From an optimization exercise on the open Yosys and OpenROAD flow, aimed at small area, a short achievable clock period and few clock cycles per item; shortcuts taken in it are not production practice. At most, simulation tests tie the RTL to the original design; equivalence was not proved. Power figures rest on the tool's default switching activity, not on a simulated workload.

// lc4_pipe_top
module lc4_pipe_top (
    input  logic        gwe,
    input  logic        i_rst,
    output logic [15:0] o_pc,
    input  logic [15:0] i_insn,
    output logic [15:0] o_dmem_addr,
    output logic        o_dmem_we,
    output logic [15:0] o_dmem_wdata,
    input  logic [15:0] i_dmem_rdata,
    output logic        o_wb_valid,
    output logic [15:0] o_wb_pc,
    output logic [15:0] o_wb_insn,
    output logic        o_wb_we,
    output logic [2:0]  o_wb_rd,
    output logic [15:0] o_wb_data
);
clock: 9.0 ns
lec_check: 0
abc_area: 1
cap_margin: 20
core_margin: 2
core_utilization: 40
setup_slack_margin: 5
slew_margin: 20
tns_end_percent: 0
standard.sh (not shown) runs the stock make flow with config.mk's settings and CLKGATE_MAP_FILE= SYNTH_SCRIPT=/design/flow/synth_recipe.tcl, a recipe that flattens the netlist after the stock synthesis.
==> flow/flow/run.sh <==
#!/bin/bash
# The standard layout, with two changes:
#  - every input and output port is buffered by a plain buffer (buf_2)
#    instead of the default delay-cell buffer;
#  - clock tree synthesis clusters up to 20 flip-flops per leaf buffer and
#    adds no dummy loads.
set -euo pipefail
export BUFFER_PORTS_ARGS="-buffer_cell sky130_fd_sc_hd__buf_2"
export CTS_ARGS="-sink_clustering_enable -repair_clock_nets -sink_clustering_size 20 -sink_clustering_max_diameter 100 -dont_use_dummy_load"
bash standard.sh > standard.log 2>&1
The starting point completed without violations.
Testbench counts at the start, summed over its fixed seeds: cycles 16,944, instructions 16,000.
Change:
--- a/flow/flow/run.sh
+++ b/flow/flow/run.sh
@@ -2 +2 @@
-# The standard layout, with two changes:
+# The standard layout, with these changes:
@@ -6 +6,3 @@
-#    adds no dummy loads.
+#    adds no dummy loads;
+#  - timing repair aims for 6 ns of setup slack (a 3 ns period) on the
+#    worst path; the clock and constraints are unchanged.
@@ -9,0 +12 @@
+export SETUP_SLACK_MARGIN=6
--- a/flow/config.mk
+++ b/flow/config.mk
@@ -12 +11,0 @@
-export SETUP_SLACK_MARGIN = 5
Die area does not change.
Non-clock buffer count climbs by 22.
Worst setup slack is better by 0.38 ns.
Count of clock-buffer cells in the layout does not change.
Cell count climbs by 0.60%.
Maximum frequency climbs by 12%.
Combinational power barely changes.
Change:
--- a/flow/flow/run.sh
+++ b/flow/flow/run.sh
@@ -7 +7 @@
-#  - timing repair aims for 6 ns of setup slack (a 3 ns period) on the
+#  - timing repair aims for 6.5 ns of setup slack (a 2.5 ns period) on the
@@ -12 +12 @@
-export SETUP_SLACK_MARGIN=6
+export SETUP_SLACK_MARGIN=6.5
=>
- power went up by 1.6%
- combinational power went up by about 8%
- area after synthesis stays the same
- register-to-register slack improves by 0.12 ns
- worst setup slack improves by 0.17 ns
- via count went up by about 1.2%
- worst hold slack degrades by 0.0097 ns
- routed wire length went up by about 0.5%
- core utilization went up by 1.4 points

---

Another version of the RTL of lc4_pipe_top (not shown whole).
Size in the first run: roughly 2200 cells after synthesis, roughly 360 flip-flops, ~23000 um2 of cells after synthesis.
clock: 9.0 ns
lec_check: 0
cap_margin: 20
core_margin: 2
core_utilization: 40
setup_slack_margin: 5
slew_margin: 20
tns_end_percent: 0
==> flow/flow/run.sh <==
#!/bin/bash
# The standard layout, with every input and output port buffered by a
# plain buffer (buf_2) instead of the default delay-cell buffer.
set -euo pipefail
export BUFFER_PORTS_ARGS="-buffer_cell sky130_fd_sc_hd__buf_2"
bash standard.sh > standard.log 2>&1
Next try:
Settings changed: ABC_AREA set to 1.
After rerunning: The new run went through all stages and came out clean; final area rises slightly; core utilization rises by 0.18 points; sequential share of layout area falls by 0.20 points; die area rises slightly; clock-buffer cell count rises by 9; routed wire length rises by a quarter to a third.
No run of this note included a check of the RTL's function; only the layout flow was run.

---

lc4_pipe_top, a different RTL version from the one above (not shown whole).
Settings: LEC_CHECK=0, ABC_AREA=1, CAP_MARGIN=20, CORE_MARGIN=2, CORE_UTILIZATION=40, SLEW_MARGIN=20, TNS_END_PERCENT=0; clock period 9.0 ns.
==> flow/flow/run.sh <==
#!/bin/bash
# The standard layout, with these changes:
#  - every input and output port is buffered by a plain buffer (buf_2)
#    instead of the default delay-cell buffer;
#  - clock tree synthesis clusters up to 20 flip-flops per leaf buffer and
#    adds no dummy loads;
#  - timing repair aims for 6 ns of setup slack (a 3 ns period) on the
#    worst path; the clock and constraints are unchanged.
set -euo pipefail
export BUFFER_PORTS_ARGS="-buffer_cell sky130_fd_sc_hd__buf_2"
export CTS_ARGS="-sink_clustering_enable -repair_clock_nets -sink_clustering_size 20 -sink_clustering_max_diameter 100 -dont_use_dummy_load"
export SETUP_SLACK_MARGIN=6
bash standard.sh > standard.log 2>&1
The starting point finished clean.
Then changed:
--- a/flow/config.mk
+++ b/flow/config.mk
@@ -9,5 +9,6 @@
 export CAP_MARGIN = 20
 export CORE_MARGIN = 2
-export CORE_UTILIZATION = 40
+export CORE_UTILIZATION = 55
+export PLACE_DENSITY = 0.7
 export SLEW_MARGIN = 20
 export TNS_END_PERCENT = 0
Outcome:
- design area shrinks by 0.58%
- power grows by 0.35%
- cell count fell by 5.9%
- non-clock buffer count climbs by 8
No run of this note included a check of the RTL's function; only the layout flow was run.

---

quartz:
lc4_pipe_top, a different RTL version from the one above (not shown whole).
For scale: about 3000 cells after synthesis, roughly 360 flip-flops, roughly 140 I/O pins, ~23000 sq um of cells after synthesis.
export LEC_CHECK = 0
export ABC_AREA = 1
export CAP_MARGIN = 20
export CORE_MARGIN = 2
export CORE_UTILIZATION = 40
export SETUP_SLACK_MARGIN = 5
export SLEW_MARGIN = 20
export TNS_END_PERCENT = 100
create_clock -name core_clock -period 9.0 [get_ports {gwe}]
==> flow/flow/run.sh <==
#!/bin/bash
# The standard layout, with every input and output port buffered by a
# plain buffer (buf_2) instead of the default delay-cell buffer.
set -euo pipefail
export BUFFER_PORTS_ARGS="-buffer_cell sky130_fd_sc_hd__buf_2"
bash standard.sh > standard.log 2>&1
In summary, quartz completed successfully, with a layout that passed the timing, DRC and antenna checks.
Edits applied to the flow inputs when going from quartz to nickel:
# quartz
export LEC_CHECK = 0
export ABC_AREA = 1
export CAP_MARGIN = 20
export CORE_MARGIN = 2
export CORE_UTILIZATION = 40
export SETUP_SLACK_MARGIN = 5
export SLEW_MARGIN = 20
export TNS_END_PERCENT = 100
create_clock -name core_clock -period 9.0 [get_ports {gwe}]
# nickel
export LEC_CHECK = 0
export ABC_AREA = 1
export CAP_MARGIN = 20
export CORE_MARGIN = 2
export CORE_UTILIZATION = 40
export SETUP_SLACK_MARGIN = 5
export SLEW_MARGIN = 20
export TNS_END_PERCENT = 0
create_clock -name core_clock -period 9.0 [get_ports {gwe}]
==> flow/flow/run.sh <==
#!/bin/bash
# The standard layout, with two changes:
#  - every input and output port is buffered by a plain buffer (buf_2)
#    instead of the default delay-cell buffer;
#  - clock tree synthesis clusters up to 20 flip-flops per leaf buffer and
#    adds no dummy loads.
set -euo pipefail
export BUFFER_PORTS_ARGS="-buffer_cell sky130_fd_sc_hd__buf_2"
export CTS_ARGS="-sink_clustering_enable -repair_clock_nets -sink_clustering_size 20 -sink_clustering_max_diameter 100 -dont_use_dummy_load"
bash standard.sh > standard.log 2>&1
Results
Between quartz and nickel, the static power due to leakage is higher for quartz.
nickel vs quartz on final layout net count: nickel is the lower one.
nickel does worse than quartz on worst hold slack.
nickel packs its core more loosely than quartz.
nickel against quartz: post-CTS resize count lost 1; cell area after layout lost about 3.7%.
No functional check of the RTL was part of any run of this note.

---

Setup of yarrow:
lc4_pipe_top, a different RTL version from the one above (not shown whole).
Size: about 2700 cells after synthesis, ~360 flip-flops, ~140 I/O pins, roughly 22000 um^2 of cells after synthesis.
Settings: LEC_CHECK=0, ABC_AREA=1, CAP_MARGIN=20, CORE_MARGIN=2, CORE_UTILIZATION=40, SLEW_MARGIN=20, TNS_END_PERCENT=0; clock period 9.0 ns.
==> flow/flow/run.sh <==
#!/bin/bash
# The standard layout, with these changes:
#  - every input and output port is buffered by a plain buffer (buf_2)
#    instead of the default delay-cell buffer;
#  - clock tree synthesis clusters up to 20 flip-flops per leaf buffer and
#    adds no dummy loads;
#  - timing repair aims for 5.8 ns of setup slack (a 3.2 ns period) on the
#    worst path; the clock and constraints are unchanged.
set -euo pipefail
export BUFFER_PORTS_ARGS="-buffer_cell sky130_fd_sc_hd__buf_2"
export CTS_ARGS="-sink_clustering_enable -repair_clock_nets -sink_clustering_size 20 -sink_clustering_max_diameter 100 -dont_use_dummy_load"
export SETUP_SLACK_MARGIN=5.8
bash standard.sh > standard.log 2>&1
Every stage of the flow completed for yarrow, and the final layout passed the timing, DRC and antenna checks.
Testbench counts of yarrow, summed over its fixed seeds: cycles 16,944, instructions 16,000.
For cedar, these inputs were changed with respect to yarrow:
- a change of SLEW_MARGIN from 20 to 5
- a change of CAP_MARGIN from 20 to 5
==> flow/flow/run.sh <==
#!/bin/bash
# The standard layout, with these changes:
#  - every input and output port is buffered by a plain buffer (buf_2)
#    instead of the default delay-cell buffer;
#  - clock tree synthesis clusters up to 20 flip-flops per leaf buffer and
#    adds no dummy loads;
#  - timing repair aims for 6 ns of setup slack (a 3 ns period) on the
#    worst path; the clock and constraints are unchanged.
set -euo pipefail
export BUFFER_PORTS_ARGS="-buffer_cell sky130_fd_sc_hd__buf_2"
export CTS_ARGS="-sink_clustering_enable -repair_clock_nets -sink_clustering_size 20 -sink_clustering_max_diameter 100 -dont_use_dummy_load"
export SETUP_SLACK_MARGIN=6
bash standard.sh > standard.log 2>&1
## What came out
- Looking at insertion delay of the later-clocked pin in the worst-skew pair, cedar sits 20 ps higher than yarrow does.
- In the tables for yarrow and cedar, worst-case vdd ir drop reads lower with cedar.
- cedar reports its critical path startpoint as w_data[11] while yarrow reports x_bm.
- Fraction of the core area covered by cells at the end of the flow: lower on yarrow
- In cedar, the pin slew with the least headroom to its limit came out 210 ps above the value in yarrow.
- [compare] base=yarrow new=cedar: total wire length after detailed routing increased by about 1.5% relative to the old numbers, number of fill cells in the layout closely matched the old numbers.
- yarrow has a lower via count of the first global-routing pass than cedar.
- Compared cedar vs yarrow, and non-filler instance count after layout is up in cedar.
- | finished layout cell area | cedar vs yarrow | 240 um^2 higher |
> inputs changed (cedar -> lagoon)
- a change of SLEW_MARGIN from 5 to 20
- a change of CAP_MARGIN from 5 to 20
Notes after the runs:
- Comparing cedar against lagoon, there is no change at all in maximum number of pins on one net before global-route repair.
- On area share of fa/ha/maj cells after synthesis, cedar tracks lagoon almost exactly.
- Diff cedar..lagoon | signed area change from the synthesized netlist to the final layout | negligible
- Reported for lagoon and cedar, number of instances resized during post-cts repair turned out identical to the last digit.
- Both conditions hold for lagoon: the flow ran to the end and the final layout passed the timing, DRC and antenna checks.

---

== build 27 ==
lc4_pipe_top, a different RTL version from the one above (not shown whole).
Size in the first run: ~19000 µm² of cells after synthesis.
export LEC_CHECK = 0
export CAP_MARGIN = 20
export CORE_MARGIN = 2
export CORE_UTILIZATION = 40
export SLEW_MARGIN = 20
create_clock -name core_clock -period 9.0 [get_ports {gwe}]
run.sh (not shown) runs the stock make flow with config.mk's settings and CLKGATE_MAP_FILE= SYNTH_SCRIPT=/design/flow/synth_recipe.tcl, a recipe that flattens the netlist after the stock synthesis.
Stock flow here: none of the scripts above is used.
Input-level comparison between trial 33 and build 27:
Settings: SETUP_SLACK_MARGIN: unset -> 4.5.
[summary]
- Compared with build 27, trial 33 shows a first-pass iteration count of the detailed router that is 1 higher.
- Taking build 27 as the reference, in trial 33 synthesis-to-layout area growth up 13 points, clock group share of total power lost 4.7 points, number of ordinary and repair buffers in the finished layout shows an increase of 143.
- The run showing the smaller global-route met2 utilization is build 27.
- Estimated wirelength of the detail-placed design, trial 33 and build 27, higher one = build 27.
- Number of stages on the worst setup path: trial 33 and build 27 compared, lower one is build 27
No functional check of the RTL was part of any run of this note.

---

run Z:
Another version of the RTL of lc4_pipe_top (not shown whole).
Size: about 2600 cells after synthesis, about 360 flip-flops, ~140 I/O pins.
==> flow/config.mk <==
export PLATFORM = sky130hd
export DESIGN_NAME = lc4_pipe_top
export DESIGN_NICKNAME = lc4_pipe_top
export VERILOG_FILES = /design/flow/design.v
export SDC_FILE = /design/flow/constraint.sdc
export NUM_CORES = 4
export LEC_CHECK = 0
export ABC_AREA = 1
export CAP_MARGIN = 20
export CORE_MARGIN = 2
export CORE_UTILIZATION = 40
export SLEW_MARGIN = 20
export TNS_END_PERCENT = 0
==> flow/constraint.sdc <==
create_clock -name core_clock -period 9.0 [get_ports {gwe}]
set_input_delay 1.8000 -clock core_clock [delete_from_list [all_inputs] [get_ports {gwe}]]
set_output_delay 1.8000 -clock core_clock [all_outputs]
set_load 0.01 [all_outputs]
standard.sh (not shown) runs the stock make flow with config.mk's settings and CLKGATE_MAP_FILE= SYNTH_SCRIPT=/design/flow/synth_recipe.tcl, a recipe that flattens the netlist after the stock synthesis.
==> flow/flow/run.sh <==
#!/bin/bash
# The standard layout, with these changes:
#  - every input and output port is buffered by a plain buffer (buf_2)
#    instead of the default delay-cell buffer;
#  - clock tree synthesis clusters up to 20 flip-flops per leaf buffer and
#    adds no dummy loads;
#  - timing repair aims for 6.2 ns of setup slack (a 2.8 ns period) on the
#    worst path; the clock and constraints are unchanged.
set -euo pipefail
export BUFFER_PORTS_ARGS="-buffer_cell sky130_fd_sc_hd__buf_2"
export CTS_ARGS="-sink_clustering_enable -repair_clock_nets -sink_clustering_size 20 -sink_clustering_max_diameter 100 -dont_use_dummy_load"
export SETUP_SLACK_MARGIN=6.2
bash standard.sh > standard.log 2>&1
Run Z ran to completion and came out clean on the timing, DRC and antenna checks.
Testbench counts of run Z, summed over its fixed seeds: cycles 16,944, instructions 16,000.
diff inputs: run Z => run F
-- flow/flow/run.sh --
<<< run Z, line 7
#  - timing repair aims for 6.2 ns of setup slack (a 2.8 ns period) on the
>>> run F, line 7
#  - timing repair aims for 6 ns of setup slack (a 3 ns period) on the
<<< run Z, line 12
export SETUP_SLACK_MARGIN=6.2
>>> run F, line 12
export SETUP_SLACK_MARGIN=6
## What came out
Diff run Z..run F | total number of multi-input combinational cells | negligible
Compared with run Z, run F shows worst setup slack after layout lower by 0.0086 ns.
In run F the post-route cell area turned out 130 um^2 lower than in run Z.
On share of final layout cell area taken by clock buffers and inverters, run Z and run F are neck and neck.
The run with more routed wire is run F, not run Z.
Between run Z and run F, the share of the clock period used by the worst path figures differ only marginally.
Run F vs. run Z: global-route wire length before repair rose by about 3%, remaining max-slew budget at the tightest pin fell by 9.7 points, final cell utilization of the core fell by 0.25 points.
On total of fill cells in the finished design: run F sits above run Z.
Run F vs run Z — post-CTS resize count dropped by more than half

---

lc4_pipe_top, a different RTL version from the one above (not shown whole).
For scale: roughly 2300 cells after synthesis, roughly 310 flip-flops, ~140 I/O pins, ~0.021 sq mm of cells after synthesis.
clock: 9.0 ns
lec_check: 0
cap_margin: 20
core_margin: 2
core_utilization: 40
setup_slack_margin: 5
slew_margin: 20
tns_end_percent: 0
==> flow/flow/run.sh <==
#!/bin/bash
# The standard layout, with every input and output port buffered by a
# plain buffer (buf_2) instead of the default delay-cell buffer.
set -euo pipefail
export BUFFER_PORTS_ARGS="-buffer_cell sky130_fd_sc_hd__buf_2"
bash standard.sh > standard.log 2>&1
Next try:
==> flow/run.sh (new file) <==
#!/bin/bash
# synth_recipe.tcl (not shown) runs the flow's synth.tcl, then flattens the netlist and writes it again
# the make line also repeats each setting of config.mk as NAME=value (left out here)
make -C /OpenROAD-flow-scripts/flow DESIGN_CONFIG=/design/flow/config.mk WORK_HOME=/design/flow/orfs CLKGATE_MAP_FILE= SYNTH_SCRIPT=/design/flow/synth_recipe.tcl finish
removed: flow/flow/run.sh
removed: flow/standard.sh
Outcome: The new run finished clean. Via count goes down by about 0.54%. Final cell count barely changes. Power goes up by 0.83%. Setup slack is better by 76 ps. Clock skew goes down by 22 ps.
No functional check of the RTL was part of any run of this note.

[what the ideal ports hide]
The results above use ideal ports. As a check the final layouts listed here were re-extracted and re-timed, cells and wires unchanged. Step 1 (the two cells are an assumption about what drives the block):
set clk [get_ports {gwe}]
set_driving_cell -lib_cell sky130_fd_sc_hd__clkbuf_16 $clk
set_driving_cell -lib_cell sky130_fd_sc_hd__buf_2 [delete_from_list [all_inputs] $clk]
Step 2 also shifts input and output timing later by t, the mid clock arrival at the registers, as if the neighbouring blocks saw the same clock. Three values: ideal, step 1, step 2; two values: the first two.
| run | shift t [ns] | setup slack, ns | hold slack, ns | latest minus earliest clock arrival (ns) | slew at the worst register clock pin (ns) |
|---|---|---|---|---|---|
| the first run of note 1 | 0.621 | 5.404 / 5.404 / 5.404 | 0.345 / 0.345 / 0.345 | 0.053 / 0.053 | 0.09 / 0.09 |
| the second run of note 1 | 0.629 | 5.788 / 5.726 / 5.700 | 0.349 / 0.349 / 0.349 | 0.084 / 0.083 | 0.09 / 0.09 |
| the third run of note 1 | 0.616 | 5.954 / 5.954 / 5.776 | 0.339 / 0.339 / 0.339 | 0.063 / 0.064 | 0.09 / 0.09 |
| the first run of note 2 | 0.619 | 4.972 / 4.913 / 5.240 | 0.327 / 0.327 / 0.327 | 0.022 / 0.023 | 0.06 / 0.06 |
| the second run of note 2 | 0.659 | 5.119 / 5.054 / 4.880 | 0.341 / 0.341 / 0.341 | 0.037 / 0.037 | 0.07 / 0.07 |
| the first run of note 3 | 0.621 | 5.743 / 5.680 / 5.629 | 0.346 / 0.346 / 0.346 | 0.052 / 0.053 | 0.10 / 0.10 |
| the second run of note 3 | 0.607 | 5.719 / 5.662 / 5.583 | 0.331 / 0.331 / 0.331 | 0.066 / 0.067 | 0.10 / 0.10 |
| quartz | 0.661 | 5.053 / 4.989 / 5.437 | 0.335 / 0.335 / 0.335 | 0.039 / 0.038 | 0.07 / 0.07 |
| nickel | 0.624 | 5.039 / 4.978 / 5.326 | 0.313 / 0.313 / 0.313 | 0.044 / 0.044 | 0.09 / 0.09 |
| yarrow | 0.609 | 5.729 / 5.687 / 5.729 | 0.347 / 0.347 / 0.347 | 0.067 / 0.067 | 0.09 / 0.09 |
| cedar | 0.610 | 5.796 / 5.734 / 5.853 | 0.346 / 0.346 / 0.346 | 0.100 / 0.100 | 0.10 / 0.10 |
| lagoon | 0.610 | 5.796 / 5.734 / 5.853 | 0.346 / 0.346 / 0.346 | 0.100 / 0.100 | 0.10 / 0.10 |
| build 27 | 0.627 | 2.358 / 2.358 / 2.358 | 0.316 / 0.316 / 0.316 | 0.026 / 0.026 | 0.07 / 0.07 |
| trial 33 | 0.620 | 3.560 / 3.560 / 3.560 | 0.312 / 0.312 / 0.312 | 0.026 / 0.026 | 0.07 / 0.07 |
| run Z | 0.619 | 5.815 / 5.815 / 5.815 | 0.345 / 0.345 / 0.345 | 0.070 / 0.071 | 0.10 / 0.10 |
| run F | 0.606 | 5.806 / 5.756 / 5.806 | 0.344 / 0.344 / 0.344 | 0.054 / 0.054 | 0.09 / 0.09 |
| the first run of note 8 | 0.597 | 4.818 / 4.818 / 4.332 | 0.339 / 0.339 / 0.339 | 0.040 / 0.041 | 0.07 / 0.07 |
| the second run of note 8 | 0.606 | 4.894 / 4.894 / 4.413 | 0.339 / 0.339 / 0.339 | 0.018 / 0.018 | 0.07 / 0.07 |
After both steps every run listed still meets setup and hold. The setup slack of the first run of note 8, which loses most, moves by 0.000 ns with the drivers and by -0.486 ns with both steps.
